From an optimization exercise on the open Yosys and OpenROAD flow, aimed at small area and a short achievable clock period; shortcuts taken in it are not production practice.
Where RTL was checked, it was by simulation tests only, not by an equivalence proof against the original.
Only the layout flow was run in run 1; the RTL was not checked for function there.
The clock port is modelled as an ideal driver; clocking choices that lean on that would not hold on a real chip.
No activity file was given, so power comes from the tool's default toggle rates.

===== constraint.sdc =====
create_clock -name core_clock -period 5.0 [get_ports {clk}]
set_input_delay 1.0000 -clock core_clock [delete_from_list [all_inputs] [get_ports {clk}]]
set_output_delay 1.0000 -clock core_clock [all_outputs]
set_load 0.01 [all_outputs]

===== config.mk =====
export PLATFORM = sky130hd
export DESIGN_NAME = gpio_to_axis_mux_fifo
export DESIGN_NICKNAME = gpio_to_axis_mux_fifo
export VERILOG_FILES = /design/flow/design.v
export SDC_FILE = /design/flow/constraint.sdc
export NUM_CORES = 4
export LEC_CHECK = 0
export ABC_CLOCK_PERIOD_IN_PS = 2400
export CAP_MARGIN = 20
export CORE_MARGIN = 2
export CORE_UTILIZATION = 40
export CTS_CLUSTER_DIAMETER = 100
export CTS_CLUSTER_SIZE = 25
export SETUP_SLACK_MARGIN = 2.6
export SLEW_MARGIN = 20

===== design.v =====
package gpio_axis_pkg;
    localparam int MAX_CH = 16;
    typedef logic [3:0] ch_idx_t;
    function automatic integer clog2(input integer v);
        integer r, i;
        begin
            r = 0;
            for (i = 0; i < 31; i = i + 1)
                if ((1 << i) < v) r = i + 1;
            clog2 = r;
        end
    endfunction
    function automatic integer ch_width(input integer n);
        ch_width = (n <= 1) ? 1 : clog2(n);
    endfunction
    function automatic integer addr_width(input integer depth);
        addr_width = (depth <= 1) ? 1 : clog2(depth);
    endfunction
endpackage
module gpio_axis_chan_fifo #(
    parameter int DATA_WIDTH = 32,
    parameter int DEPTH      = 16,
    parameter int WEN_EDGE   = 1
) (
    input  logic                        clk,
    input  logic                        rst_n,
    input  logic                        clr,
    input  logic                        wen,
    input  logic [DATA_WIDTH-1:0]       wdata,
    input  logic                        pop,
    output logic [DEPTH*DATA_WIDTH-1:0] mem_flat,
    output logic [DEPTH-1:0]            rsel,
    output logic                        nonempty,
    output logic                        nonempty_nx,
    output logic                        overflow
);
    localparam int AW = gpio_axis_pkg::addr_width(DEPTH);
    localparam int CW = gpio_axis_pkg::clog2(DEPTH + 1);
    logic [DATA_WIDTH-1:0] mem [DEPTH];
    logic [DEPTH-1:0]      wsel;     
    logic [AW-1:0]         rptr;
    logic [CW-1:0]         count;
    logic                  wen_q;
    logic                  push, full, wr_en, one_left;
    assign push     = (WEN_EDGE != 0) ? (wen & ~wen_q) : wen;
    assign full     = (count == CW'(DEPTH));
    assign one_left = (count == CW'(1));
    assign wr_en    = push & ~full;
    for (genvar i = 0; i < DEPTH; i++) begin : g_mem
        always_ff @(posedge clk) begin
            if (wr_en && wsel[i])
                mem[i] <= wdata;
        end
        assign mem_flat[i*DATA_WIDTH +: DATA_WIDTH] = mem[i];
        assign rsel[i] = (rptr == AW'(i));
    end
    always_comb begin
        if (!rst_n || clr)
            nonempty_nx = 1'b0;
        else
            nonempty_nx = wr_en | (pop ? (nonempty & ~one_left) : nonempty);
    end
    always_ff @(posedge clk) begin
        nonempty <= nonempty_nx;
    end
    always_ff @(posedge clk) begin
        if (!rst_n) begin
            wen_q    <= 1'b0;
            wsel     <= DEPTH'(1);
            rptr     <= '0;
            count    <= '0;
            overflow <= 1'b0;
        end else if (clr) begin
            wen_q    <= wen;
            wsel     <= DEPTH'(1);
            rptr     <= '0;
            count    <= '0;
            overflow <= 1'b0;
        end else begin
            wen_q <= wen;
            if (wr_en)
                wsel <= {wsel[DEPTH-2:0], wsel[DEPTH-1]};
            if (push && full)
                overflow <= 1'b1;
            if (pop)
                rptr <= (rptr == AW'(DEPTH - 1)) ? '0 : rptr + 1'b1;
            case ({wr_en, pop})
                2'b10:   count <= count + 1'b1;
                2'b01:   count <= count - 1'b1;
                default: ;
            endcase
        end
    end
endmodule
module gpio_to_axis_mux_fifo #(
    parameter int NUM_CH     = 4,
    parameter int DATA_WIDTH = 32,
    parameter int DEPTH      = 16,
    parameter int WEN_EDGE   = 1,
    parameter int BURST_LEN  = 8
) (
    input  logic                         clk,
    input  logic                         rst_n,
    input  logic                         clr,
    input  logic [NUM_CH-1:0]            wen,
    input  logic [NUM_CH*DATA_WIDTH-1:0] wdata,
    output logic [NUM_CH-1:0]            overflow,
    output logic [DATA_WIDTH-1:0]        m_axis_tdata,
    output logic [gpio_axis_pkg::ch_width(NUM_CH)-1:0] m_axis_tdest,
    output logic                         m_axis_tlast,
    output logic                         m_axis_tvalid,
    input  logic                         m_axis_tready
);
    localparam int CH_W = gpio_axis_pkg::ch_width(NUM_CH);
    logic [NUM_CH-1:0]                        nonempty, nonempty_nx;
    logic [NUM_CH-1:0]                        pop;
    logic [NUM_CH-1:0][DEPTH*DATA_WIDTH-1:0]  mem_flat;
    logic [NUM_CH-1:0][DEPTH-1:0]             rsel, rsel_nx;
    logic [NUM_CH-1:0][DEPTH-1:0]             sel;      
    logic [NUM_CH-1:0]     rr_oh, rr_nx;    
    logic [NUM_CH-1:0]     gnt_oh, gnt_nx;  
    logic [CH_W-1:0]       gnt;
    logic [DATA_WIDTH-1:0] gnt_data;
    logic                  gnt_vld, load, flush;
    for (genvar i = 0; i < NUM_CH; i++) begin : g_ch
        gpio_axis_chan_fifo #(
            .DATA_WIDTH (DATA_WIDTH),
            .DEPTH      (DEPTH),
            .WEN_EDGE   (WEN_EDGE)
        ) u_fifo (
            .clk         (clk),
            .rst_n       (rst_n),
            .clr         (clr),
            .wen         (wen[i]),
            .wdata       (wdata[(i)*(DATA_WIDTH) +: (DATA_WIDTH)]),
            .pop         (pop[i]),
            .mem_flat    (mem_flat[i]),
            .rsel        (rsel[i]),
            .nonempty    (nonempty[i]),
            .nonempty_nx (nonempty_nx[i]),
            .overflow    (overflow[i])
        );
        assign rsel_nx[i] = pop[i] ? {rsel[i][DEPTH-2:0], rsel[i][DEPTH-1]} : rsel[i];
    end
    assign flush   = !rst_n || clr;
    assign gnt_vld = |nonempty;
    assign load    = gnt_vld & (~m_axis_tvalid | m_axis_tready);
    assign pop     = gnt_oh & {NUM_CH{load}};
    always_comb begin
        logic blocked;
        int   j;
        rr_nx = flush ? NUM_CH'(1) : load ? {gnt_oh[NUM_CH-2:0], gnt_oh[NUM_CH-1]} : rr_oh;
        for (int c = 0; c < NUM_CH; c++) begin
            blocked = 1'b0;
            for (int k = 1; k < NUM_CH; k++) begin
                j = (c - k + NUM_CH) % NUM_CH;
                for (int m = 0; m < k; m++)
                    if (rr_nx[j] && nonempty_nx[(j + m) % NUM_CH]) blocked = 1'b1;
            end
            gnt_nx[c] = nonempty_nx[c] && !blocked;
        end
    end
    always_ff @(posedge clk) begin
        rr_oh  <= rr_nx;
        gnt_oh <= gnt_nx;
        for (int c = 0; c < NUM_CH; c++)
            sel[c] <= rsel_nx[c] & {DEPTH{gnt_nx[c]}};
    end
    always_comb begin
        gnt      = '0;
        gnt_data = '0;
        for (int c = 0; c < NUM_CH; c++) begin
            if (gnt_oh[c]) gnt = gnt | CH_W'(c);
            for (int i = 0; i < DEPTH; i++)
                gnt_data = gnt_data | (mem_flat[c][i*DATA_WIDTH +: DATA_WIDTH] & {DATA_WIDTH{sel[c][i]}});
        end
    end
    always_ff @(posedge clk) begin
        if (flush) begin
            m_axis_tvalid <= 1'b0;
            m_axis_tdata  <= '0;
            m_axis_tdest  <= '0;
            m_axis_tlast  <= 1'b0;
        end else if (load) begin
            m_axis_tvalid <= 1'b1;
            m_axis_tdata  <= gnt_data;
            m_axis_tdest  <= gnt;
            m_axis_tlast  <= (BURST_LEN >= 1);
        end else if (m_axis_tready) begin
            m_axis_tvalid <= 1'b0;
        end
    end
endmodule

===== flow/run.sh =====
#!/bin/bash
# Standard ORFS layout (the standard.sh, standard synthesis unchanged) with
# two knobs passed through the environment:
#  - port buffers are plain buf_4 cells instead of the delay-cell buffers that
#    buffer_ports picks by default;
#  - clock tree synthesis without dummy loads, with larger sink clusters.
set -euo pipefail
export BUFFER_PORTS_ARGS="-buffer_cell sky130_fd_sc_hd__buf_4"
export CTS_ARGS="-sink_clustering_enable -repair_clock_nets -dont_use_dummy_load -sink_clustering_size 25 -sink_clustering_max_diameter 100"
bash standard.sh > standard_flow.log 2>&1

===== standard.sh =====
#!/bin/bash
# synth_recipe.tcl (not shown) runs the flow's synth.tcl, then flattens the netlist and writes it again
# the make line also repeats each setting of config.mk as NAME=value (left out here)
make -C /OpenROAD-flow-scripts/flow DESIGN_CONFIG=/design/flow/config.mk WORK_HOME=/design/flow/orfs CLKGATE_MAP_FILE= SYNTH_SCRIPT=/design/flow/synth_recipe.tcl "${@:-finish}"

==> key figures, run 1 <==
Status
  • Status: timing/DRC/antenna clean

Clocking
  • CTS tree: yes
  • CTS Buf Count: about 100
  • H-tree levels: 3
  • CTS sink count: roughly 2.3k
  • CTS Buffer Depth: 3
  • Hold buffer count at CTS: 0
  • Worst skew pair latency: 0.78 ns
  • Root Buffer: clkbuf_16
  • Clock slew at reported path FFs: around 0.10 ns

Worst setup path
  • Worst Setup End Kind: register
  • Crit path kind: reg -> reg
  • Worst path slowest cell: a221oi_1
  • Critical-path cell list: buf_4 > a221oi_1 > nand3_1 > nor4_4 > a21oi_1
  • CP delay by family, top: simple AND/OR/NAND/NOR gates
  • WP data required: approximately 5.6 ns
  • Max Fanout on Critical Path: 13
  • WP buf/inv: 1
  • CP startpoint kind: register
  • Critical Path AT: about 3.2 ns
  • Worst path max stage delay: between 0.5 and 0.6 ns

Floorplanning
  • Width of the die: between 400 and 500 um
  • Io pins: approximately 180
  • Core area: just over 200000 um^2
  • Die area: around 210000 um^2
  • Starting Density: 0.4021
  • Chip Height: about 450 um
  • Std-Cell Rows: ~170

Cells and area
  • Net count, final: about 5.2k
  • P&R area growth vs syn: 14.12%
  • Post-layout util: 0.4589
  • Layout fillers: 17.03k
  • Layout Cells excl Fill: between 7k and 8k
  • Fin area: ~93000 um^2
  • Layout cell share with drive strength beyond 1: 0.1924

Power and ir drop
  • Power per Cell Area: approximately 340 nW/um^2
  • Worst VDD drop: slightly above 300 uV
  • Leakage power: 28.71 nW

Synthesis
  • Yosys reg bits: roughly 2.3k
  • Mapped Cells: roughly 4.6k
  • Async SR Flop Fraction: 0
  • Post-synth EDFFs: between 2k and 2.5k
  • Seq/Total Area, Yosys: 0.8108
  • Mapped Nets: 4760
  • Top FF cell, synth: edfxtp_1
  • Library cells used by synthesis: 73
  • Cell Area, Synth: between 80000 and 90000 um^2
  • Syn_area_per_cell: 17.70 um^2
  • Synth warnings: 3

Placement
  • Placed cells: 7399
  • Placed inst area: approximately 88000 um^2
  • Final HPWL DP: approximately 220000 um
  • GP Congestion: just over 0.9
  • PortBufs: about 180

Detailed routing
  • Vias/cell: between 7 and 8
  • Total routed wirelength: between 300000 and 400000 um
  • DRT antenna net count: 0
  • Vias post-DR: 56.54k
  • Drt pass-1 iters: 7
  • Initial DRC Count: 13.17k
  • Residual DRC: 0
  • Avg WL per Cell: between 40 and 50 um

Hold path
  • Hold Crit Class: in -> reg

STA
  • Final worst-path cycle share: 0.5098
  • Slew at the pin closest to its max-slew limit: 1.219 ns
  • Worst relative slew slack: 0.1876
  • RSZ-0062 raised after global routing: true
  • Final min period: between 2 and 3 ns
  • Clock Skews: 0.06685 ns
  • Max Slew Vio Count: 0
  • TNS Setup: 0 ns
  • Peak Freq: approximately 390 MHz
  • Final Hold Violating Endpoints: 0
  • Final setup viols: 0

Global route
  • Largest net degree at the start of global routing: slightly below 70
  • First-pass GRT wire length: between 400000 and 500000 um
  • Antenna violations before repair: 29
  • Overflow after GRT: 0
  • GRT Util Overall: 0.3531
  • Vias in the first global route: 50.92k

Flow run
  • Max-Cap Viols: 0
==> placed cells by master, fill, tap and decap left out, types with 65 or more instances in the layout <==
master,n
buf_4,429
clkinvlp_4,65
buf_12,73
a221oi_1,213
dfxtp_1,136
nand3_1,79
a22o_1,224
a21oi_1,115
nand4_1,163
nand2_1,148
edfxtp_1,2048
a22oi_1,575
clkbuf_16,103
==> timing repair <==
| item | in CTS | in global routing |
|---|---|---|
| gates cloned | 10 | 1 |
| gates resized for setup | 106 | 74 |
| buffers inserted | 130 | 29 |
| setup endpoints to repair | 2113 | 745 |
| pin swaps | 12 | 10 |
==> power breakdown <==
part	switching, mW	internal (mW)
Sequential	0.0879	20.7
Clock	5.80	3.65
Combinational	0.933	0.313
==> cell type report <==
class	count	area [um^2]	area share
Sequential cell	2268	66070	0.7123
Multi-Input combinational cell	1985	14790	0.1595
Timing Repair Buffer	547	5261	0.05672
Tap cell	2672	3343	0.03604
Clock buffer	102	2552	0.02752
Inverter	92	620.6	0.006691
Antenna cell	32	80.08	0.0008633
Timing Repair inverter	5	37.54	0.0004047
==> kinds of logic after synthesis <==
logic type / share of synthesized area
AO/OA/AOI/OAI: 0.1187
buffers and inverters: 0.01713
adder cells (fa/ha/maj): 0.004926
AND/OR/NAND/NOR: 0.04455
XOR/XNOR: 0.002155
multiplexers: 0.001693
flip-flops: 0.8108
==> synth_stat cells (4+ instances only) <==
master / n / area share
or3_1: 5 / 0.00038
buf_1: 47 / 0.0022
a22oi_1: 576 / 0.053
a31oi_1: 7 / 0.00054
and2_1: 12 / 0.00092
nand3_1: 81 / 0.0050
nand2_1: 175 / 0.0081
mux2_2: 6 / 0.00083
clkbuf_1: 182 / 0.0084
buf_6: 10 / 0.0014
a22o_1: 224 / 0.024
or4_1: 4 / 0.00037
ha_1: 32 / 0.0049
buf_4: 5 / 0.00046
xnor2_1: 8 / 0.00086
nand4_1: 163 / 0.013
nor3_2: 11 / 0.0014
dfxtp_1: 220 / 0.054
nand2b_1: 10 / 0.00077
nor4_1: 64 / 0.0049
edfxtp_1: 2048 / 0.76
o21ai_0: 43 / 0.0026
nor3_1: 45 / 0.0028
a211oi_1: 7 / 0.00065
xor2_1: 12 / 0.0013
inv_1: 85 / 0.0039
nor4b_1: 18 / 0.0019
buf_2: 7 / 0.00043
a211o_1: 4 / 0.00043
a21oi_1: 121 / 0.0075
nor2_1: 52 / 0.0024
nor2b_1: 12 / 0.00092
o22a_1: 4 / 0.00043
o21a_1: 4 / 0.00037
a221oi_1: 224 / 0.024
mux2i_1: 7 / 0.00086
==> per-stage QoR <==
step           hold slack (ns)  total power, mW  setup slack [ns]
2_1_floorplan           0.4317            21.57             2.360
3_3_place_gp            0.4426            22.32             1.414
3_5_place_dp            0.4487            22.34             1.406
4_1_cts                 0.4047            31.28             2.555
5_1_grt                 0.4570            31.95             2.533
6_report                0.4368            31.50             2.451
==> state kept, by name (all words and copies together), names as in the netlist <==
signal and count:
g_ch.u_fifo.count 20, g_ch.u_fifo.mem 2048, g_ch.u_fifo.nonempty 4, g_ch.u_fifo.overflow 4, g_ch.u_fifo.rptr 16, g_ch.u_fifo.wen_q 4, g_ch.u_fifo.wsel 64, gnt_oh 4
m_axis_tdata 32, m_axis_tdest 2, m_axis_tlast 1, m_axis_tvalid 1, rr_oh 4, sel 64
==> layer usage <==
metal | GRT usage | vias to the layer above | share of wire
li1 | - | 19720 | -
met1 | 0.4548 | 28280 | 0.32
met2 | 0.4930 | 6904 | 0.41
met3 | 0.1468 | 1619 | 0.19
met4 | 0.2203 | 22 | 0.081
met5 | 0.0006893 | - | 0.00045
==> final timing paths <==
| check | startpoint | to | slack, ns | depth (start not counted) |
|---|---|---|---|---|
| hold / removal | wen[3] | g_ch[3].u_fifo.wen_q$_SDFF_PN0_ | 0.44 | 2 |
| setup / recovery | sel[35]$_DFF_P_ | m_axis_tdata[26]$_SDFFE_PP0P_ | 2.45 | 5 |
| setup reg to reg | sel[35]$_DFF_P_ | m_axis_tdata[26]$_SDFFE_PP0P_ | 2.45 | 5 |
| hold reg to reg | g_ch[0].u_fifo.wsel[13]$_SDFFE_PP0P_ | g_ch[0].u_fifo.wsel[13]$_SDFFE_PP0P_ | 0.46 | 2 |
==> run 2, diff against run 1 <==
--- a/design.v
+++ b/design.v
@@ -38,6 +38,5 @@
     localparam int CW = gpio_axis_pkg::clog2(DEPTH + 1);
     logic [DATA_WIDTH-1:0] mem [DEPTH];
-    logic [DEPTH-1:0]      wsel;     
-    logic [AW-1:0]         rptr;
+    logic [AW-1:0]         wptr, rptr;
     logic [CW-1:0]         count;
     logic                  wen_q;
@@ -49,5 +48,5 @@
     for (genvar i = 0; i < DEPTH; i++) begin : g_mem
         always_ff @(posedge clk) begin
-            if (wr_en && wsel[i])
+            if (wr_en && wptr == AW'(i))
                 mem[i] <= wdata;
         end
@@ -67,5 +66,5 @@
         if (!rst_n) begin
             wen_q    <= 1'b0;
-            wsel     <= DEPTH'(1);
+            wptr     <= '0;
             rptr     <= '0;
             count    <= '0;
@@ -73,5 +72,5 @@
         end else if (clr) begin
             wen_q    <= wen;
-            wsel     <= DEPTH'(1);
+            wptr     <= '0;
             rptr     <= '0;
             count    <= '0;
@@ -80,5 +79,5 @@
             wen_q <= wen;
             if (wr_en)
-                wsel <= {wsel[DEPTH-2:0], wsel[DEPTH-1]};
+                wptr <= (wptr == AW'(DEPTH - 1)) ? '0 : wptr + 1'b1;
             if (push && full)
                 overflow <= 1'b1;
==> flow/run.sh (replaced) <==
#!/bin/bash
# Standard ORFS layout (the standard.sh, standard synthesis unchanged) with
# knobs passed through the environment:
#  - port buffers are plain buf_4 cells instead of the delay-cell buffers that
#    buffer_ports picks by default;
#  - clock tree synthesis without dummy loads, with larger sink clusters;
#  - a second setup-repair pass after CTS (flow/post_cts.tcl).
set -euo pipefail
export BUFFER_PORTS_ARGS="-buffer_cell sky130_fd_sc_hd__buf_4"
export CTS_ARGS="-sink_clustering_enable -repair_clock_nets -dont_use_dummy_load -sink_clustering_size 25 -sink_clustering_max_diameter 100"
export POST_CTS_TCL="$PWD/flow/post_cts.tcl"
bash standard.sh > standard_flow.log 2>&1
==> flow/post_cts.tcl (new file) <==
# Extra setup repair after CTS: a second pass of the same repair_timing call
# that cts.tcl makes, then legalise the placement again.
log_cmd estimate_parasitics -placement
repair_timing_helper
detailed_placement
check_placement -verbose
==> run 2 against run 1 <==
  * Via count shrank 4.3%
  * Area after synthesis shrank 1.5%
  * Global-route usage shrank 1.4 points
  * First-iteration DRC count shrank 9.1%
  * Die area shrank 1.5%
  * Maximum frequency shrank 0.34%
  * Total power shrank 2.1%
  * Worst hold slack gained 0.049 ns
  * Clock power shrank 2.3%
==> key figures, run 2 <==
Synthesis
  • Yosys reg bits: 2220 (-2.1%)
  • Area contributors post-synth: edfxtp_1 (77%), a22oi_1 (5.4%), dfxtp_1 (4.3%), a22o_1 (2.5%), a221oi_1 (2.5%)
  • Yosys top cell area share: 0.7685 (+0.01185)
  • Cell Area, Synth: 80020 um^2 (-1.5%)
  • Syn_area_per_cell: 17.98 um^2 (+1.6%)
  • Mapped Nets: 4635 (-2.6%)
  • Synth warnings: 3 (unchanged)
  • Most common cell in the synthesized netlist: edfxtp_1
  • Mapped Cells: 4451 (-3.1%)
  • Post-synth top cells: edfxtp_1 (2048), a22oi_1 (576), a22o_1 (225)
  • Leading area contributor after synthesis: edfxtp_1
  • Seq/Total Area, Yosys: 0.8115 (about the same)
  • Post-synth EDFFs: 2048 (unchanged)
  • Async SR Flop Fraction: 0 (unchanged)
  • Library cells used by synthesis: 66 (-9.6%)
  • Top FF cell, synth: edfxtp_1

Floorplanning
  • Core area: 199200 um^2 (-1.4%)
  • Io pins: 176 (unchanged)
  • Die area: 203700 um^2 (-1.5%)
  • Starting Density: 0.4016 (-0.0005067)
  • Width of the die: 451.3 um (-0.77%)
  • Std-Cell Rows: 164 (-0.61%)
  • Chip Height: 451.3 um (-0.77%)

Cells and area
  • P&R area growth vs syn: 13.77%
  • Layout fillers: 16.82k (-1.2%)
  • Register area: 65120 um^2 (-1.4%)
  • Most frequent cells in the layout: edfxtp_1 (2048), a22oi_1 (576), buf_4 (362)
  • Net count, final: 4958 (-4.1%)
  • Area of the multi-input gates: 15310 um^2 (+3.5%)
  • Most flop-heavy register: g_ch.u_fifo.mem
  • Max reg flops: 2048 (unchanged)
  • Commonest non-fill, non-tap cell in the layout: edfxtp_1
  • Biggest regs: g_ch.u_fifo.mem x2048, sel x64, m_axis_tdata x32
  • Layout cell share with drive strength beyond 1: 0.1773 (-0.01515)

Clocking
  • Clock slew at reported path FFs: 0.11 ns (about the same)
  • Worst skew pair latency: 0.83 ns (+0.05 ns)
  • CTS sink count: 2220 (-2.1%)
  • CTS tree: yes

Power and ir drop
  • Psw: 6.595 mW (-3.3%)
  • Net Sw Frac: 0.2138 (-0.002654)
  • Power per Cell Area: 338.9 nW/um^2 (-0.22%)
  • Total power: 30.85 mW (-2.1%)
  • Sequential share of power: 0.662 (about the same)
  • Combinational Power Share: 0.039 (about the same)
  • Worst VDD drop: 302.8 uV (-0.47%)
  • Leakage power: 27.79 nW (-3.2%)
  • Int Pwr: 24.26 mW (-1.7%)
  • Clock network fraction of total power: 0.299 (about the same)

Global route
  • Largest net degree at the start of global routing: 35 (-49%)
  • Overflow after GRT: 0 (unchanged)
  • Antenna violations before repair: 33 (+14%)
  • First-pass GRT wire length: 460400 um (-4.8%)
  • Vias in the first global route: 49.29k (-3.2%)
  • GRT Util Overall: 0.3391 (-0.01398)

STA
  • Final Hold Violating Endpoints: 0 (unchanged)
  • Max Slew Vio Count: 0 (unchanged)
  • Worst relative slew slack: 0.2462 (+0.05863)
  • Clock Skews: 0.1350 ns (+0.06815 ns)
  • RSZ-0062 raised after global routing: true
  • Final setup viols: 0 (unchanged)
  • Slew at the pin closest to its max-slew limit: 1.131 ns (-0.08795 ns)
  • Peak Freq: 391.0 MHz (-0.34%)
  • Final worst-path cycle share: 0.5115 (+0.001758)
  • Final min period: 2.558 ns (+0.008790 ns)
  • TNS Setup: 0 ns (unchanged)

Worst setup path
  • Worst path max stage delay: 0.56 ns (about the same)
  • Critical Path AT: 3.22 ns (+0.04 ns)
  • Crit path kind: reg -> reg
  • Worst path slowest cell: dfxtp_2
  • CP startpoint kind: register
  • WP buf/inv: 1 (unchanged)
  • Worst Setup End Kind: register
  • CP delay by family, top: compound AO/OA/AOI/OAI gates
  • Critical-path cell list: buf_4 > a22o_1 > a221oi_1 > nand4_1 > nor4_1 > a21oi_1
  • WP data required: 5.67 ns (+0.04 ns)
  • Max Fanout on Critical Path: 20 (+7)

Detailed routing
  • Residual DRC: 0 (unchanged)
  • Avg WL per Cell: 47.56 um (-2.1%)
  • Drt pass-1 iters: 8 (+1)
  • Vias post-DR: 54.10k (-4.3%)
  • Vias/cell: 7.254 (-1.2%)
  • Initial DRC Count: 11.97k (-9.1%)
  • DRT antenna net count: 0 (unchanged)
  • Total routed wirelength: 354700 um (-5.2%)

Placement
  • GP Congestion: 0.9270 (+1.0%)
  • Final HPWL DP: 205300 um (-5.2%)
  • PortBufs: 175 (unchanged)

Status
  • Status: timing/DRC/antenna clean

Hold path
  • Hold Crit Class: reg -> reg

Flow run
  • Max-Cap Viols: 0 (unchanged)
==> run 2: cell count changes after synthesis, sizes merged, moves of 8 or more <==
cell,before,now
nor3,56,72
xor2,12,20
dfxtp,220,172
clkbuf,182,191
ha,32,48
buf,69,53
nor2,54,125
nor4bb,1,10
inv,89,40
nand2,176,79
a21oi,125,69
==> run 2: cells by family (layout without fill, tap and decap cells) <==
kind of cell / Yosys count / count (layout) / share of synthesized area
flip-flops: 2220 / 2220 / 0.8115
AO/OA/AOI/OAI: 1189 / 1191 / 0.1164
AND/OR/NAND/NOR: 664 / 664 / 0.04483
buffers and inverters: 284 / 603 / 0.01437
adder cells (fa/ha/maj): 48 / 48 / 0.007505
XOR/XNOR: 32 / 32 / 0.003502
multiplexers: 14 / 14 / 0.001845
other: 0 / 30 / 0
==> run 2: power by group through the flow <==
| stage | sequential [mW] | combinational, mW | clock, mW |
|---|---|---|---|
| after floorplan | 20.8 | 0.347 | 0 |
| after global placement | 20.9 | 1.05 | 0 |
| after detailed placement | 20.9 | 1.06 | 0 |
| after global routing | 20.4 | 1.20 | 9.71 |
| final | 20.4 | 1.20 | 9.22 |
==> run 2: area by class of cell <==
class                      count  area share
antenna                       30   0.0008246
sequential                  2220      0.7153
inverter                      40    0.001924
tap                         2656     0.03650
clock buffer                 101     0.02776
multi-input combinational   1949      0.1682
timing repair buffer         462     0.04957
==> run 2: worst paths after layout <==
check,start,end,slack [ns],cells after the start
setup / recovery,sel[51]$_DFF_P_,m_axis_tdata[9]$_SDFFE_PP0P_,2.44,6
hold / removal,g_ch[0].u_fifo.overflow$_SDFFE_PP0P_,g_ch[0].u_fifo.overflow$_SDFFE_PP0P_,0.49,1
setup reg to reg,sel[51]$_DFF_P_,m_axis_tdata[9]$_SDFFE_PP0P_,2.44,6
hold reg to reg,g_ch[0].u_fifo.overflow$_SDFFE_PP0P_,g_ch[0].u_fifo.overflow$_SDFFE_PP0P_,0.49,1
==> run 2: worst register-to-register path: cells and delay by family, from the launching register on <==
family                 cells  cell delay (ns)
DFF                        1             0.56
AOI/OAI and AO/OA          3             0.76
and+or+nand+nor            2             0.71
buffers and inverters      1             0.47
==> run 2: per-stage QoR <==
step           utilization  worst slack, ns  cell area (um^2)  std cells  hold slack (ns)
3_5_place_dp        0.4346            1.279             86600       7242           0.4683
6_report            0.4569            2.442             91040       7458           0.4855
5_1_grt             0.4566            2.491             90970       7430           0.4794
3_3_place_gp        0.4346            1.301             86600       7242           0.4745
2_1_floorplan            -            2.087             81020       4451           0.4380
==> run 2: layer usage <==
| layer | wire [um] | track usage |
|---|---|---|
| met1 | 118500 | 0.4474 |
| met2 | 146500 | 0.4792 |
| met3 | 65100 | 0.1370 |
| met4 | 24380 | 0.1781 |
| met5 | 223 | 0.0004735 |
==> run 3, diff against run 2 <==
--- a/flow/run.sh
+++ b/flow/run.sh
@@ -5,8 +5,10 @@
 #    buffer_ports picks by default;
 #  - clock tree synthesis without dummy loads, with larger sink clusters;
-#  - a second setup-repair pass after CTS (flow/post_cts.tcl).
+#  - one more setup-repair pass after global routing (flow/post_grt.tcl).
 set -euo pipefail
 export BUFFER_PORTS_ARGS="-buffer_cell sky130_fd_sc_hd__buf_4"
 export CTS_ARGS="-sink_clustering_enable -repair_clock_nets -dont_use_dummy_load -sink_clustering_size 25 -sink_clustering_max_diameter 100"
-export POST_CTS_TCL="$PWD/flow/post_cts.tcl"
+export POST_GLOBAL_ROUTE_TCL="$PWD/flow/post_grt.tcl"
+export FLOW_GRT_MARGIN=2.9
+export FLOW_GRT_TNS=20
 bash standard.sh > standard_flow.log 2>&1
==> flow/post_grt.tcl (new file) <==
# Extra setup repair after global routing, on global-route parasitics, with a
# larger margin than the stage's own repair (detailed routing loses about
# 0.1 ns on the worst paths), done the way global_route.tcl does its repair;
# then the route guides are written again for detailed routing.
log_cmd estimate_parasitics -global_routing
log_cmd repair_timing -setup -setup_margin $::env(FLOW_GRT_MARGIN) -repair_tns $::env(FLOW_GRT_TNS) -verbose
log_cmd global_route -start_incremental
log_cmd detailed_placement
log_cmd global_route -end_incremental
log_cmd estimate_parasitics -global_routing
write_guides $::env(RESULTS_DIR)/route.guide
removed: flow/post_cts.tcl
==> run 3 against run 2 <==
  * Flip-flop and latch count unchanged
  * Setup slack better by 0.16 ns
  * Combinational power is 13% higher
  * Area after synthesis is the same
  * Register-to-register slack better by 0.16 ns
  * Design area increased by 3.2%
  * Synthesized cell count stayed put
  * Largest cell class unchanged
  * Utilization increased by 1.5 points
  * Clock-buffer cell count is the same
  * Still clean on timing, DRC and antenna
==> key figures, run 3 <==
Floorplanning
  • Chip Height: 451.3 um (unchanged)
  • Std-Cell Rows: 164 (unchanged)
  • Width of the die: 451.3 um (unchanged)
  • Core area: 199200 um^2 (unchanged)
  • Io pins: 176 (unchanged)
  • Die area: 203700 um^2 (unchanged)
  • Starting Density: 0.4016 (unchanged)

Cells and area
  • P&R area growth vs syn: 17.45%
  • Net count, final: 5079 (+2.4%)
  • Commonest non-fill, non-tap cell in the layout: edfxtp_1
  • Layout fillers: 16.50k (-1.9%)
  • Most frequent cells in the layout: edfxtp_1 (2048), a22oi_1 (574), buf_4 (351)
  • Post-layout util: 0.4717 (+0.01477)
  • Layout cell share with drive strength beyond 1: 0.2201 (+0.04283)
  • Most flop-heavy register: g_ch.u_fifo.mem
  • Max reg flops: 2048 (unchanged)
  • Layout Cells excl Fill: 7579 (+1.6%)
  • Biggest regs: g_ch.u_fifo.mem x2048, sel x64, m_axis_tdata x32
  • Register area: 65270 um^2 (+0.22%)
  • Area of the multi-input gates: 16130 um^2 (+5.4%)

Synthesis
  • Syn_area_per_cell: 17.98 um^2 (unchanged)
  • Library cells used by synthesis: 66 (unchanged)
  • Post-synth EDFFs: 2048 (unchanged)
  • Mapped Nets: 4635 (unchanged)
  • Most common cell in the synthesized netlist: edfxtp_1
  • Post-synth top cells: edfxtp_1 (2048), a22oi_1 (576), a22o_1 (225)
  • Top FF cell, synth: edfxtp_1
  • Yosys reg bits: 2220 (unchanged)
  • Async SR Flop Fraction: 0 (unchanged)
  • Mapped Cells: 4451 (unchanged)
  • Synth warnings: 3 (unchanged)
  • Seq/Total Area, Yosys: 0.8115 (unchanged)
  • Leading area contributor after synthesis: edfxtp_1
  • Yosys top cell area share: 0.7685 (unchanged)
  • Cell Area, Synth: 80020 um^2 (unchanged)
  • Area contributors post-synth: edfxtp_1 (77%), a22oi_1 (5.4%), dfxtp_1 (4.3%), a22o_1 (2.5%), a221oi_1 (2.5%)

Detailed routing
  • Vias post-DR: 54.85k (+1.4%)
  • Total routed wirelength: 363200 um (+2.4%)
  • Initial DRC Count: 12.06k (+0.73%)
  • Residual DRC: 0 (unchanged)
  • DRT antenna net count: 0 (unchanged)
  • Vias/cell: 7.237 (-0.24%)
  • Drt pass-1 iters: 6 (-2)
  • Avg WL per Cell: 47.92 um (+0.77%)

Clocking
  • CTS sink count: 2220 (unchanged)
  • H-tree levels: 3
  • CTS tree: yes
  • Hold buffer count at CTS: 0
  • Clock slew at reported path FFs: 0.10 ns (about the same)
  • Root Buffer: clkbuf_16
  • PostCTS Resize Cnt: 95
  • CTS Buffer Depth: 3
  • Worst skew pair latency: 0.83 ns (about the same)
  • CTS Buf Count: a little over 100
  • Postcts setup bufs: 68

Worst setup path
  • R2r startpoint: g_ch[3].u_fifo.count[0]$_SDFFE_PP0P_
  • Worst path max stage delay: 0.38 ns (-0.18 ns)
  • Crit path depth: 10 (+4)
  • CP Capture Point: g_ch[3].u_fifo.mem[0][19]$_DFFE_PP_
  • R2R cell count: 10 (+4)
  • WP buf/inv: 5 (+4)
  • Crit path kind: reg -> reg
  • Worst path slowest cell: dfxtp_4
  • CP startpoint kind: register
  • Worst R2R End: g_ch[3].u_fifo.mem[0][19]$_DFFE_PP_
  • Critical-path cell list: inv_4 > ha_4 > nor4bb_4 > nor3b_4 > buf_12 > buf_12 > nand2_8 > nor3_4 > buf_12 > buf_6
  • CP delay by family, top: buffers and inverters
  • Max Fanout on Critical Path: 16 (-20%)
  • Most common cell on crit path: buf_12
  • R2R setup slack: 2.60 ns (+0.16 ns)
  • Setup crit start: g_ch[3].u_fifo.count[0]$_SDFFE_PP0P_
  • Critical Path AT: 2.88 ns (-0.34 ns)
  • Worst Setup End Kind: register
  • WP data required: 5.48 ns (-0.19 ns)

STA
  • Final min period: 2.397 ns (-0.1606 ns)
  • Slew at the pin closest to its max-slew limit: 1.147 ns (+0.01678 ns)
  • Worst relative slew slack: 0.2350 (-0.01119)
  • Max Slew Vio Count: 0 (unchanged)
  • Final worst-path cycle share: 0.4794 (-0.03213)
  • Setup ws final: 2.603 ns (+0.1606 ns)
  • Peak Freq: 417.2 MHz (+6.7%)
  • TNS Setup: 0 ns (unchanged)
  • Final Hold Violating Endpoints: 0 (unchanged)
  • Clock Skews: 0.1374 ns (+0.002406 ns)
  • Final setup viols: 0 (unchanged)

Global route
  • Largest net degree at the start of global routing: 35 (unchanged)
  • Met1 usage: 0.4479 (about the same)
  • GR Util met2: 0.4788 (about the same)
  • Overflow after GRT: 0 (unchanged)
  • GRT met3 Usage: 0.1372 (+0.0002525)
  • First-pass GRT wire length: 460500 um (about the same)
  • GRT Util Overall: 0.3392 (about the same)
  • Vias in the first global route: 49.28k (-0.010%)
  • Antenna violations before repair: 35 (+6.1%)
  • Layer with the highest usage: met2

Power and ir drop
  • Worst VDD drop: 307.8 uV (+1.6%)
  • Net Sw Frac: 0.2157 (+0.001927)
  • Clock network fraction of total power: 0.298 (about the same)
  • Power per Cell Area: 330.2 nW/um^2 (-2.5%)
  • Int Pwr: 24.34 mW (+0.36%)
  • Sequential share of power: 0.658 (-0.004)
  • Total power: 31.04 mW (+0.60%)
  • Combinational Power Share: 0.044 (+0.005)
  • Leakage power: 28.84 nW (+3.8%)
  • Psw: 6.695 mW (+1.5%)

Placement
  • Placed cells: 7242 (unchanged)
  • Final HPWL DP: 205300 um (unchanged)
  • GP Congestion: 0.9270 (unchanged)
  • DP Worst Slack: 1.279 ns (unchanged)
  • PortBufs: 175 (unchanged)

Hold path
  • Hold Crit Class: reg -> reg

Status
  • Status: timing/DRC/antenna clean

Flow run
  • Max-Cap Viols: 0 (unchanged)
## run 3: cells by family (layout without fill, tap and decap cells)
group,Yosys count,after routing,share of synthesized area
mux,14,14,0.001845
xor+xnor,32,32,0.003502
fa+ha+maj,48,48,0.007505
flops,2220,2220,0.8115
other cells,0,30,0
buf+inv,284,723,0.01437
compound gates,1189,1191,0.1164
simple gates,664,665,0.04483
## run 3: area by class of cell
class                           instances  area share
Multi-Input combinational cell       1950      0.1716
Sequential cell                      2220      0.6944
Clock buffer                          101     0.02689
Inverter                               40    0.002210
Tap cell                             2656     0.03536
Timing Repair Buffer                  582     0.06868
Antenna cell                           30   0.0007988
## run 3: per-stage QoR
step	cell area [um^2]	hold slack [ns]
finish	93990	0.4850
global placement	86600	0.4745
floorplan	81020	0.4380
CTS	90420	0.4569
detailed placement	86600	0.4683
## run 3: per-layer routing
layer / up-vias / part of all wire
met5: - / 0.00065
met4: 28 / 0.073
met3: 1387 / 0.18
met2: 6402 / 0.41
met1: 27630 / 0.33
li1: 19400 / -
## run 3: how the worst min path moves through the flow
stage,start,to,cells past startpoint
final,g_ch[0].u_fifo.overflow$_SDFFE_PP0P_,g_ch[0].u_fifo.overflow$_SDFFE_PP0P_,1
after CTS,wen[3],g_ch[3].u_fifo.wen_q$_SDFF_PN0_,2
after detailed placement,g_ch[0].u_fifo.overflow$_SDFFE_PP0P_,g_ch[0].u_fifo.overflow$_SDFFE_PP0P_,1
after global placement,g_ch[0].u_fifo.overflow$_SDFFE_PP0P_,g_ch[0].u_fifo.overflow$_SDFFE_PP0P_,1
after floorplan,g_ch[3].u_fifo.overflow$_SDFFE_PP0P_,g_ch[3].u_fifo.overflow$_SDFFE_PP0P_,2
## run 3: power groups by stage
stage               logic (mW)  clock network, mW  registers, mW
floorplan                0.347                  0           20.8
finish                    1.36               9.25           20.4
detailed placement        1.06                  0           20.9
CTS                       1.11               9.14           20.4
global placement          1.05                  0           20.9
==> run 4, diff against run 3 <==
--- a/flow/run.sh
+++ b/flow/run.sh
@@ -10,5 +10,5 @@
 export CTS_ARGS="-sink_clustering_enable -repair_clock_nets -dont_use_dummy_load -sink_clustering_size 25 -sink_clustering_max_diameter 100"
 export POST_GLOBAL_ROUTE_TCL="$PWD/flow/post_grt.tcl"
-export FLOW_GRT_MARGIN=2.9
+export FLOW_GRT_MARGIN=2.75
 export FLOW_GRT_TNS=20
 bash standard.sh > standard_flow.log 2>&1
==> run 4 against run 3 <==
  * Clock-buffer cell count is the same
  * Setup slack gained 0.015 ns
  * Worst hold slack is essentially flat
  * Clock skew shrank 0.0029 ns
  * Sequential power is essentially flat
  * Cell count shrank 0.84%
  * Largest cell class unchanged
==> key figures, run 4 <==
Global route
  • Vias in the first global route: 49.28k (unchanged)
  • GRT Util Overall: 0.3392 (unchanged)
  • Overflow after GRT: 0 (unchanged)
  • Largest net degree at the start of global routing: 35 (unchanged)
  • Antenna violations before repair: 35 (unchanged)
  • First-pass GRT wire length: 460500 um (unchanged)

Synthesis
  • Area contributors post-synth: edfxtp_1 (77%), a22oi_1 (5.4%), dfxtp_1 (4.3%), a22o_1 (2.5%), a221oi_1 (2.5%)
  • Yosys reg bits: 2220 (unchanged)
  • Mapped Nets: 4635 (unchanged)
  • Synth warnings: 3 (unchanged)
  • Top FF cell, synth: edfxtp_1
  • Mapped Cells: 4451 (unchanged)
  • Leading area contributor after synthesis: edfxtp_1
  • Post-synth EDFFs: 2048 (unchanged)
  • Post-synth top cells: edfxtp_1 (2048), a22oi_1 (576), a22o_1 (225)
  • Library cells used by synthesis: 66 (unchanged)
  • Most common cell in the synthesized netlist: edfxtp_1
  • Yosys top cell area share: 0.7685 (unchanged)
  • Async SR Flop Fraction: 0 (unchanged)
  • Cell Area, Synth: 80020 um^2 (unchanged)
  • Syn_area_per_cell: 17.98 um^2 (unchanged)
  • Seq/Total Area, Yosys: 0.8115 (unchanged)

Clocking
  • CTS tree: yes
  • Worst skew pair latency: 0.82 ns (about the same)
  • PostCTS Resize Cnt: 95 (unchanged)
  • Clock slew at reported path FFs: 0.10 ns (about the same)
  • Root Buffer: clkbuf_16
  • CTS sink count: 2220 (unchanged)
  • CTS Buffer Depth: 3 (unchanged)
  • CTS Buf Count: 101 (unchanged)
  • Hold buffer count at CTS: 0 (unchanged)
  • H-tree levels: 3 (unchanged)
  • Postcts setup bufs: 68 (unchanged)

Worst setup path
  • Worst path slowest cell: dfxtp_2
  • Critical Path AT: 3.08 ns (+0.20 ns)
  • Critical-path cell list: buf_4 > a22o_1 > a221oi_2 > nand3_1 > nor3_2 > a21oi_1
  • Crit path kind: reg -> reg
  • CP startpoint kind: register
  • Worst Setup End Kind: register
  • Worst path max stage delay: 0.54 ns (+0.16 ns)
  • WP data required: 5.70 ns (+0.22 ns)
  • Max Fanout on Critical Path: 24 (+8)

Cells and area
  • P&R area growth vs syn: 15.63%
  • Most frequent cells in the layout: edfxtp_1 (2048), a22oi_1 (575), buf_4 (362)
  • Max reg flops: 2048 (unchanged)
  • Biggest regs: g_ch.u_fifo.mem x2048, sel x64, m_axis_tdata x32
  • Layout fillers: 16.68k (+1.1%)
  • Net count, final: 5021 (-1.1%)
  • Layout cell share with drive strength beyond 1: 0.2017 (-0.01846)
  • Most flop-heavy register: g_ch.u_fifo.mem
  • Layout Cells excl Fill: 7515 (-0.84%)
  • Commonest non-fill, non-tap cell in the layout: edfxtp_1

Floorplanning
  • Io pins: 176 (unchanged)
  • Chip Height: 451.3 um (unchanged)
  • Starting Density: 0.4016 (unchanged)
  • Core area: 199200 um^2 (unchanged)
  • Width of the die: 451.3 um (unchanged)
  • Std-Cell Rows: 164 (unchanged)
  • Die area: 203700 um^2 (unchanged)

STA
  • Final hold slack: 0.4851 ns (+0.00008800 ns)
  • Final Hold Violating Endpoints: 0 (unchanged)
  • Worst relative slew slack: 0.2340 (-0.001030)
  • Slew at the pin closest to its max-slew limit: 1.149 ns (+0.001546 ns)
  • TNS Setup: 0 ns (unchanged)
  • Peak Freq: 419.7 MHz (+0.62%)
  • Final worst-path cycle share: 0.4765 (-0.002934)
  • Final setup viols: 0 (unchanged)
  • Final min period: 2.382 ns (-0.01467 ns)
  • Setup ws final: 2.618 ns (+0.01467 ns)
  • Clock Skews: 0.1345 ns (-0.002888 ns)
  • Max Slew Vio Count: 0 (unchanged)

Placement
  • GP Congestion: 0.9270 (unchanged)
  • Placed cells: 7242 (unchanged)
  • PortBufs: 175 (unchanged)
  • Final HPWL DP: 205300 um (unchanged)
  • DP Worst Slack: 1.279 ns (unchanged)

Detailed routing
  • Residual DRC: 0 (unchanged)
  • Initial DRC Count: 11.55k (-4.2%)
  • Drt pass-1 iters: 7 (+1)
  • DRT antenna net count: 0 (unchanged)
  • Avg WL per Cell: 47.67 um (-0.52%)
  • Vias post-DR: 54.16k (-1.2%)
  • Vias/cell: 7.207 (-0.41%)
  • Total routed wirelength: 358200 um (-1.4%)

Hold path
  • Hold Crit Class: in -> reg

Flow run
  • Max-Cap Viols: 0 (unchanged)

Power and ir drop
  • Worst VDD drop: 303.7 uV (-1.3%)
  • Power per Cell Area: 334.7 nW/um^2 (+1.3%)
  • Leakage power: 28.31 nW (-1.8%)

Status
  • Status: timing/DRC/antenna clean
[run 4: stage by stage]
step                      cell area, um^2    util  power [mW]
final                               92530  0.4644       30.97
after CTS                           90420  0.4538       30.69
after detailed placement            86600  0.4346       21.92
after global placement              86600  0.4346       21.91
after floorplan                     81020       -       21.18
[run 4: kinds of logic (layout without fill, tap and decap cells)]
group / after synthesis / count (layout) / synth area share
AO/OA/AOI/OAI: 1189 / 1191 / 0.1164
XOR/XNOR: 32 / 32 / 0.003502
adder cells (fa/ha/maj): 48 / 48 / 0.007505
buffers and inverters: 284 / 665 / 0.01437
flip-flops: 2220 / 2220 / 0.8115
multiplexers: 14 / 14 / 0.001845
other: 0 / 24 / 0
AND/OR/NAND/NOR: 664 / 665 / 0.04483
[run 4: where the power goes]
part	switching [mW]	total (mW)	internal, mW
logic	0.934	1.29	0.356
registers	0.0876	20.4	20.3
clock network	5.64	9.25	3.61
[run 4: layout make-up]
class / count / area [um^2] / share of cell area
Sequential cell: 2220 / 65200 / 0.7046
Multi-Input combinational cell: 1950 / 15800 / 0.1707
Timing Repair Buffer: 524 / 5436 / 0.05875
Tap cell: 2656 / 3323 / 0.03591
Clock buffer: 101 / 2527 / 0.02731
Inverter: 40 / 192.7 / 0.002082
Antenna cell: 24 / 60.06 / 0.0006491
[run 4: layer usage]
| metal | global-route usage | wire length (um) |
|---|---|---|
| met1 | 0.4479 | 119200 |
| met2 | 0.4788 | 147900 |
| met3 | 0.1372 | 65770 |
| met5 | 0.0004735 | 166 |
| met4 | 0.1778 | 25270 |
[run 4: worst paths after layout]
check	slack [ns]	to	startpoint	cells after the start
setup / recovery	2.62	m_axis_tdata[10]$_SDFFE_PP0P_	sel[53]$_DFF_P_	6
hold reg to reg	0.49	g_ch[0].u_fifo.overflow$_SDFFE_PP0P_	g_ch[0].u_fifo.overflow$_SDFFE_PP0P_	1
setup reg to reg	2.62	m_axis_tdata[10]$_SDFFE_PP0P_	sel[53]$_DFF_P_	6
hold / removal	0.49	g_ch[3].u_fifo.wen_q$_SDFF_PN0_	wen[3]	2
[run 4: critical path: cells and delay by family (launching register included)]
| kind | cells | cell delay, ns |
|---|---|---|
| AOI/OAI and AO/OA | 3 | 0.77 |
| buffers and inverters | 1 | 0.46 |
| DFF | 1 | 0.54 |
| and+or+nand+nor | 2 | 0.53 |
==> run 5, diff against run 4 <==
--- a/config.mk
+++ b/config.mk
@@ -9,5 +9,5 @@
 export CAP_MARGIN = 20
 export CORE_MARGIN = 2
-export CORE_UTILIZATION = 40
+export CORE_UTILIZATION = 50
 export CTS_CLUSTER_DIAMETER = 100
 export CTS_CLUSTER_SIZE = 25
==> run 5 against run 4 <==
  * First-iteration DRC count grew 1.5%
  * Routed wire length shrank 0.84%
  * Sequential share of layout area grew 0.52 points
  * Flip-flop and latch count is the same
  * Utilization grew 11 points
  * Design area shrank 0.76%
  * Clock skew shrank 0.045 ns
  * Maximum frequency shrank 2.7%
  * Cell count shrank 7.9%
  * Setup slack lost 0.065 ns
  * Largest power group unchanged
==> key figures, run 5 <==
Status
  • Status: timing/DRC/antenna clean

Synthesis
  • Most common cell in the synthesized netlist: edfxtp_1
  • Async SR Flop Fraction: 0 (unchanged)
  • Mapped Nets: 4635 (unchanged)
  • Mapped Cells: 4451 (unchanged)
  • Cell Area, Synth: 80020 um^2 (unchanged)
  • Top FF cell, synth: edfxtp_1
  • Syn_area_per_cell: 17.98 um^2 (unchanged)
  • Synth warnings: 3 (unchanged)
  • Leading area contributor after synthesis: edfxtp_1
  • Seq/Total Area, Yosys: 0.8115 (unchanged)
  • Post-synth EDFFs: 2048 (unchanged)
  • Library cells used by synthesis: 66 (unchanged)
  • Post-synth top cells: edfxtp_1 (2048), a22oi_1 (576), a22o_1 (225)
  • Area contributors post-synth: edfxtp_1 (77%), a22oi_1 (5.4%), dfxtp_1 (4.3%), a22o_1 (2.5%), a221oi_1 (2.5%)
  • Yosys reg bits: 2220 (unchanged)
  • Yosys top cell area share: 0.7685 (unchanged)

Global route
  • Vias in the first global route: 48.79k (-1.0%)
  • Met1 usage: 0.5717 (+0.1239)
  • First-pass GRT wire length: 454400 um (-1.3%)
  • Largest net degree at the start of global routing: 64 (+83%)
  • GRT Util Overall: 0.4227 (+0.08350)
  • GRT met3 Usage: 0.1611 (+0.02390)
  • Overflow after GRT: 0 (unchanged)
  • GR Util met2: 0.5985 (+0.1197)
  • Antenna violations before repair: 21 (-40%)
  • Layer with the highest usage: met2

Clocking
  • Worst skew pair latency: 0.81 ns (about the same)
  • Postcts setup bufs: 66 (-2.9%)
  • CTS sink count: 2220 (unchanged)
  • Hold buffer count at CTS: 0 (unchanged)
  • H-tree levels: 3 (unchanged)
  • Root Buffer: clkbuf_16
  • Clock slew at reported path FFs: 0.11 ns (about the same)
  • CTS Buffer Depth: 3 (unchanged)
  • PostCTS Resize Cnt: 99 (+4.2%)
  • CTS tree: yes
  • CTS Buf Count: 99 (-2.0%)

STA
  • Worst relative slew slack: 0.1122 (-0.1217)
  • Slew at the pin closest to its max-slew limit: 1.332 ns (+0.1826 ns)
  • Clock Skews: 0.08902 ns (-0.04549 ns)
  • Setup ws final: 2.553 ns (-0.06509 ns)
  • Final setup viols: 0 (unchanged)
  • Final Hold Violating Endpoints: 0 (unchanged)
  • Max Slew Vio Count: 0 (unchanged)
  • Peak Freq: 408.6 MHz (-2.7%)
  • Final worst-path cycle share: 0.4895 (+0.01302)
  • TNS Setup: 0 ns (unchanged)
  • Final min period: 2.448 ns (+0.06509 ns)

Floorplanning
  • Chip Height: 404.1 um (-10%)
  • Die area: 163300 um^2 (-20%)
  • Starting Density: 0.5041 (+0.1025)
  • Core area: 158700 um^2 (-20%)
  • Std-Cell Rows: 146 (-11%)
  • Io pins: 176 (unchanged)
  • Width of the die: 404.1 um (-10%)

Detailed routing
  • Residual DRC: 0 (unchanged)
  • Vias post-DR: 54.57k (+0.75%)
  • DRT antenna net count: 0 (unchanged)
  • Initial DRC Count: 11.72k (+1.5%)
  • Drt pass-1 iters: 7 (unchanged)
  • Vias/cell: 7.884 (+9.4%)
  • Avg WL per Cell: 51.32 um (+7.7%)
  • Total routed wirelength: 355200 um (-0.84%)

Cells and area
  • Net count, final: 5022 (+0.020%)
  • Most flop-heavy register: g_ch.u_fifo.mem
  • Layout cell share with drive strength beyond 1: 0.1977 (-0.003971)
  • Biggest regs: g_ch.u_fifo.mem x2048, sel x64, m_axis_tdata x32
  • P&R area growth vs syn: 14.75%
  • Commonest non-fill, non-tap cell in the layout: edfxtp_1
  • Most frequent cells in the layout: edfxtp_1 (2048), a22oi_1 (574), buf_4 (367)
  • Max reg flops: 2048 (unchanged)

Worst setup path
  • Worst path max stage delay: 0.99 ns (+0.45 ns)
  • CP startpoint kind: register
  • Critical Path AT: 3.13 ns (+0.05 ns)
  • Critical-path cell list: buf_4 > a22oi_1 > nand4_1 > nor3_1 > a21oi_1
  • Max Fanout on Critical Path: 18 (-25%)
  • WP data required: 5.68 ns (-0.02 ns)
  • R2R cell count: 5 (-1)
  • Worst Setup End Kind: register
  • Worst path slowest cell: dfxtp_2
  • Crit path kind: reg -> reg

Power and ir drop
  • Worst VDD drop: 254.0 uV (-16%)
  • Power per Cell Area: 336.5 nW/um^2 (+0.56%)
  • Leakage power: 28.32 nW (about the same)

Hold path
  • Hold Crit Class: in -> reg
  • Hold Crit Depth: 2 (unchanged)

Flow run
  • Max-Cap Viols: 0 (unchanged)

Placement
  • GP Congestion: 0.8875 (-4.3%)
  • PortBufs: 175 (unchanged)
  • Final HPWL DP: 196000 um (-4.5%)
  • DP Worst Slack: 1.430 ns (+0.1513 ns)
==> run 5: where the power goes <==
| group | internal (mW) | switching, mW | leakage, nW |
|---|---|---|---|
| combinational | 0.352 | 0.937 | 7.18 |
| sequential | 20.3 | 0.0727 | 19.9 |
| clock | 3.54 | 5.66 | 1.22 |
==> run 5: worst paths after layout <==
path                                              from  slack, ns                                    to
hold / removal                                  wen[3]       0.44       g_ch[3].u_fifo.wen_q$_SDFF_PN0_
setup reg to reg                        sel[7]$_DFF_P_       2.55         m_axis_tdata[22]$_SDFFE_PP0P_
hold reg to reg   g_ch[0].u_fifo.overflow$_SDFFE_PP0P_       0.49  g_ch[0].u_fifo.overflow$_SDFFE_PP0P_
setup / recovery                        sel[7]$_DFF_P_       2.55         m_axis_tdata[22]$_SDFFE_PP0P_
==> run 5: through the flow <==
step | instances | cell area (um^2) | util | hold WS (ns) | power, mW
after floorplan | 4451 | 81020 | - | 0.4380 | 21.18
after global placement | 6650 | 85900 | 0.5411 | 0.4595 | 21.89
after detailed placement | 6650 | 85900 | 0.5411 | 0.4596 | 21.90
after CTS | 6823 | 89660 | 0.5648 | 0.4199 | 30.60
final | 6922 | 91820 | 0.5784 | 0.4351 | 30.90
==> run 5: kinds of logic (layout without fill, tap and decap cells) <==
| kind of cell | count (synthesis) | in the layout | synth area share |
|---|---|---|---|
| AOI/OAI and AO/OA | 1189 | 1193 | 0.1164 |
| xor gates and xnor gates | 32 | 32 | 0.003502 |
| adders and majority gates | 48 | 48 | 0.007505 |
| buffers and inverters | 284 | 664 | 0.01437 |
| DFF | 2220 | 2220 | 0.8115 |
| muxes | 14 | 14 | 0.001845 |
| other | 0 | 14 | 0 |
| and+or+nand+nor | 664 | 665 | 0.04483 |
==> run 5: critical path, delay by kind of cell (launching register included) <==
family	cells	cell delay, ns
buffers and inverters	1	0.62
and+or+nand+nor	2	0.39
DFF	1	0.99
AOI/OAI and AO/OA	2	0.35
==> run 5: area by class of cell <==
cell class              instances  area, um^2
well taps                    2072        2592
multi-input cells            1952       15770
repair buffers                525        5575
clock buffers                  99        2477
inverters                      40       200.2
flip-flops and latches       2220       65170
diodes                         14       35.03
fillers                     11860       66920
==> run 5: per-layer routing <==
metal	vias to the layer above	share of wire	routed length, um
met5	-	0.00049	174
met4	21	0.069	24620
met3	1258	0.19	66580
met2	6361	0.41	147300
met1	27670	0.33	116500
li1	19260	-	-
==> run 6, diff against run 5 <==
--- a/config.mk
+++ b/config.mk
@@ -7,9 +7,9 @@
 export LEC_CHECK = 0
 export ABC_CLOCK_PERIOD_IN_PS = 2400
-export CAP_MARGIN = 20
+export CAP_MARGIN = 5
 export CORE_MARGIN = 2
-export CORE_UTILIZATION = 50
+export CORE_UTILIZATION = 40
 export CTS_CLUSTER_DIAMETER = 100
 export CTS_CLUSTER_SIZE = 25
 export SETUP_SLACK_MARGIN = 2.6
-export SLEW_MARGIN = 20
+export SLEW_MARGIN = 5
==> run 6 against run 5 <==
  * Clock skew is 0.045 ns higher
  * Clock-buffer cell count up 2
  * Critical path depth is 1 higher
  * Clock power rose by 0.5%
  * First-iteration DRC count fell by 1.5%
  * Utilization shrank 11 points
  * Combinational power barely moved
  * Worst hold slack gained 0.050 ns
  * Total power grew 0.20%
  * Still clean
  * Highest routed layer unchanged
==> key figures, run 6 <==
Global route
  • GRT Util Overall: 0.3392 (-0.08350)
  • Largest net degree at the start of global routing: 35 (-45%)
  • First-pass GRT wire length: 460500 um (+1.3%)
  • Antenna violations before repair: 35 (+67%)
  • Vias in the first global route: 49.28k (+1.0%)
  • Overflow after GRT: 0 (unchanged)

Synthesis
  • Yosys top cell area share: 0.7685 (unchanged)
  • Post-synthesis adder-cell area fraction: 0.007505 (unchanged)
  • Mux cell area share after synthesis: 0.001845 (unchanged)
  • Mapped Nets: 4635 (unchanged)
  • XOR/XNOR Fraction of Synth Area: 0.003502 (unchanged)
  • Syn_area_per_cell: 17.98 um^2 (unchanged)
  • Compound-gate portion of the synthesized area: 0.1164 (unchanged)
  • Top FF cell, synth: edfxtp_1
  • Largest family of logic cells by synthesized area: compound AO/OA/AOI/OAI gates
  • Post-synth top cells: edfxtp_1 (2048), a22oi_1 (576), a22o_1 (225)
  • Cell Area, Synth: 80020 um^2 (unchanged)
  • Async SR Flop Fraction: 0 (unchanged)
  • Library cells used by synthesis: 66 (unchanged)
  • Most common cell in the synthesized netlist: edfxtp_1
  • Seq/Total Area, Yosys: 0.8115 (unchanged)
  • Mapped Cells: 4451 (unchanged)
  • Simple-Gate Fraction of Synth Area: 0.04483 (unchanged)
  • Yosys reg bits: 2220 (unchanged)
  • Leading area contributor after synthesis: edfxtp_1
  • Area contributors post-synth: edfxtp_1 (77%), a22oi_1 (5.4%), dfxtp_1 (4.3%), a22o_1 (2.5%), a221oi_1 (2.5%)
  • Synth warnings: 3 (unchanged)
  • Post-synth EDFFs: 2048 (unchanged)

STA
  • Final hold slack: 0.4851 ns (+0.04999 ns)
  • Final min period: 2.382 ns (-0.06509 ns)
  • Final Hold Violating Endpoints: 0 (unchanged)
  • Max Slew Vio Count: 0 (unchanged)
  • Slew at the pin closest to its max-slew limit: 1.149 ns (-0.1826 ns)
  • Final worst-path cycle share: 0.4765 (-0.01302)
  • Worst relative slew slack: 0.2340 (+0.1217)
  • Final setup viols: 0 (unchanged)
  • Peak Freq: 419.7 MHz (+2.7%)
  • TNS Setup: 0 ns (unchanged)
  • Clock Skews: 0.1345 ns (+0.04549 ns)

Clocking
  • Root Buffer: clkbuf_16
  • Clock slew at reported path FFs: 0.10 ns (about the same)
  • Hold buffer count at CTS: 0 (unchanged)
  • CTS Buf Count: 101 (+2.0%)
  • CTS tree: yes
  • Worst skew pair latency: 0.82 ns (about the same)
  • H-tree levels: 3 (unchanged)
  • Postcts setup bufs: 68 (+3.0%)
  • CTS Buffer Depth: 3 (unchanged)
  • CTS sink count: 2220 (unchanged)
  • PostCTS Resize Cnt: 95 (-4.0%)

Worst setup path
  • Worst Setup End Kind: register
  • WP data required: 5.70 ns (+0.02 ns)
  • Crit path kind: reg -> reg
  • Critical Path AT: 3.08 ns (-0.05 ns)
  • CP startpoint kind: register
  • Max Fanout on Critical Path: 24 (+6)

Detailed routing
  • Residual DRC: 0 (unchanged)
  • Total routed wirelength: 358200 um (+0.85%)
  • Drt pass-1 iters: 7 (unchanged)
  • Vias/cell: 7.207 (-8.6%)
  • DRT antenna net count: 0 (unchanged)
  • Avg WL per Cell: 47.67 um (-7.1%)
  • Vias post-DR: 54.16k (-0.75%)
  • Initial DRC Count: 11.55k (-1.5%)

Cells and area
  • Commonest non-fill, non-tap cell in the layout: edfxtp_1
  • Layout cell share with drive strength beyond 1: 0.2017 (+0.003971)
  • Most flop-heavy register: g_ch.u_fifo.mem
  • Biggest regs: g_ch.u_fifo.mem x2048, sel x64, m_axis_tdata x32
  • Max reg flops: 2048 (unchanged)
  • Net count, final: 5021 (-0.020%)
  • Most frequent cells in the layout: edfxtp_1 (2048), a22oi_1 (575), buf_4 (362)
  • P&R area growth vs syn: 15.63%

Power and ir drop
  • Leakage power: 28.31 nW (about the same)
  • Worst VDD drop: 303.7 uV (+20%)
  • Power per Cell Area: 334.7 nW/um^2 (-0.56%)

Floorplanning
  • Core area: 199200 um^2 (+26%)
  • Starting Density: 0.4016 (-0.1025)
  • Width of the die: 451.3 um (+12%)
  • Die area: 203700 um^2 (+25%)
  • Chip Height: 451.3 um (+12%)
  • Io pins: 176 (unchanged)
  • Std-Cell Rows: 164 (+12%)

Placement
  • PortBufs: 175 (unchanged)
  • GP Congestion: 0.9270 (+4.5%)
  • Final HPWL DP: 205300 um (+4.8%)

Status
  • Status: timing/DRC/antenna clean

Hold path
  • Hold Crit Class: in -> reg

Flow run
  • Max-Cap Viols: 0 (unchanged)
-- run 6: cell counts after synthesis --
No cell type changed its count.
-- run 6: path summary, 6_finish.rpt --
kind                                         from                                   end  slack [ns]  depth (start not counted)
max reg2reg                       sel[53]$_DFF_P_         m_axis_tdata[10]$_SDFFE_PP0P_        2.62                          6
max                               sel[53]$_DFF_P_         m_axis_tdata[10]$_SDFFE_PP0P_        2.62                          6
min                                        wen[3]       g_ch[3].u_fifo.wen_q$_SDFF_PN0_        0.49                          2
min reg2reg  g_ch[0].u_fifo.overflow$_SDFFE_PP0P_  g_ch[0].u_fifo.overflow$_SDFFE_PP0P_        0.49                          1
-- run 6: where the power goes --
group | leakage, nW | internal, mW | switching, mW
Sequential | 19.9 | 20.3 | 0.0876
Combinational | 7.13 | 0.356 | 0.934
Clock | 1.24 | 3.61 | 5.64
Total | 28.3 | 24.3 | 6.66
-- run 6: worst max-delay path, stage by stage, from the launching register on --
cell and delay [ns]:
dfxtp_2 0.54, buf_4 0.46, a22o_1 0.33, a221oi_2 0.33
nand3_1 0.19, nor3_2 0.34, a21oi_1 0.11
-- run 6: kinds of logic (layout without fill, tap and decap cells) --
kind of cell    after synthesis  count (layout)
flops                      2220            2220
compound gates             1189            1191
simple gates                664             665
buf+inv                     284             665
fa+ha+maj                    48              48
xor+xnor                     32              32
mux                          14              14
other cells                   0              24
-- run 6: layer usage --
layer / vias up / global-route usage / part of all wire / wire (um)
met5: - / 0.0004735 / 0.00046 / 166
met4: 26 / 0.1778 / 0.071 / 25270
met3: 1297 / 0.1372 / 0.18 / 65770
met2: 6341 / 0.4788 / 0.41 / 147900
met1: 27220 / 0.4479 / 0.33 / 119200
li1: 19280 / - / - / -
-- run 6: per-stage QoR --
stage	area, um^2	instances	worst slack (ns)	power, mW	util
2_1_floorplan	81020	4451	2.087	21.18	-
3_3_place_gp	86600	7242	1.301	21.91	0.4346
3_5_place_dp	86600	7242	1.279	21.92	0.4346
4_1_cts	90420	7415	2.586	30.69	0.4538
6_report	92530	7515	2.618	30.97	0.4644
-- run 6: final cells by class --
cell class	count	area (um^2)
fillers	16680	106700
flip-flops and latches	2220	65200
multi-input cells	1950	15800
repair buffers	524	5436
well taps	2656	3323
clock buffers	101	2527
inverters	40	192.7
diodes	24	60.06

what the ideal ports hide:
Ports are ideal in the flow. The routed layouts listed here were re-timed in OpenROAD.
Step 1, drivers: a clkbuf_16 drives clk and a buf_2 each remaining input, both assumed.
Step 2 also shifts input and output timing later by t, the mid clock arrival at the registers, as if the neighbouring blocks saw the same clock.
Three values: ideal ports, drivers, drivers and shift; two values: the first two.
| run | shift t [ns] | setup WS [ns] | worst register clock-pin slew, ns | worst slew at a driven data input, ns | cell pins on the clock port's net |
|---|---|---|---|---|---|
| run 1 | 0.853 | 2.451 / 2.451 / 2.035 | 0.11 / 0.11 | 0.12 | 1 |
| run 2 | 0.848 | 2.442 / 2.442 / 1.995 | 0.11 / 0.11 | 0.12 | 1 |
| run 3 | 0.854 | 2.603 / 2.530 / 1.972 | 0.11 / 0.11 | 0.12 | 1 |
| run 4 | 0.845 | 2.618 / 2.534 / 1.969 | 0.11 / 0.11 | 0.12 | 1 |
| run 5 | 0.843 | 2.553 / 2.552 / 1.951 | 0.11 / 0.11 | 0.10 | 1 |
| run 6 | 0.845 | 2.618 / 2.534 / 1.969 | 0.11 / 0.11 | 0.12 | 1 |
After both steps every run listed still meets setup and hold.
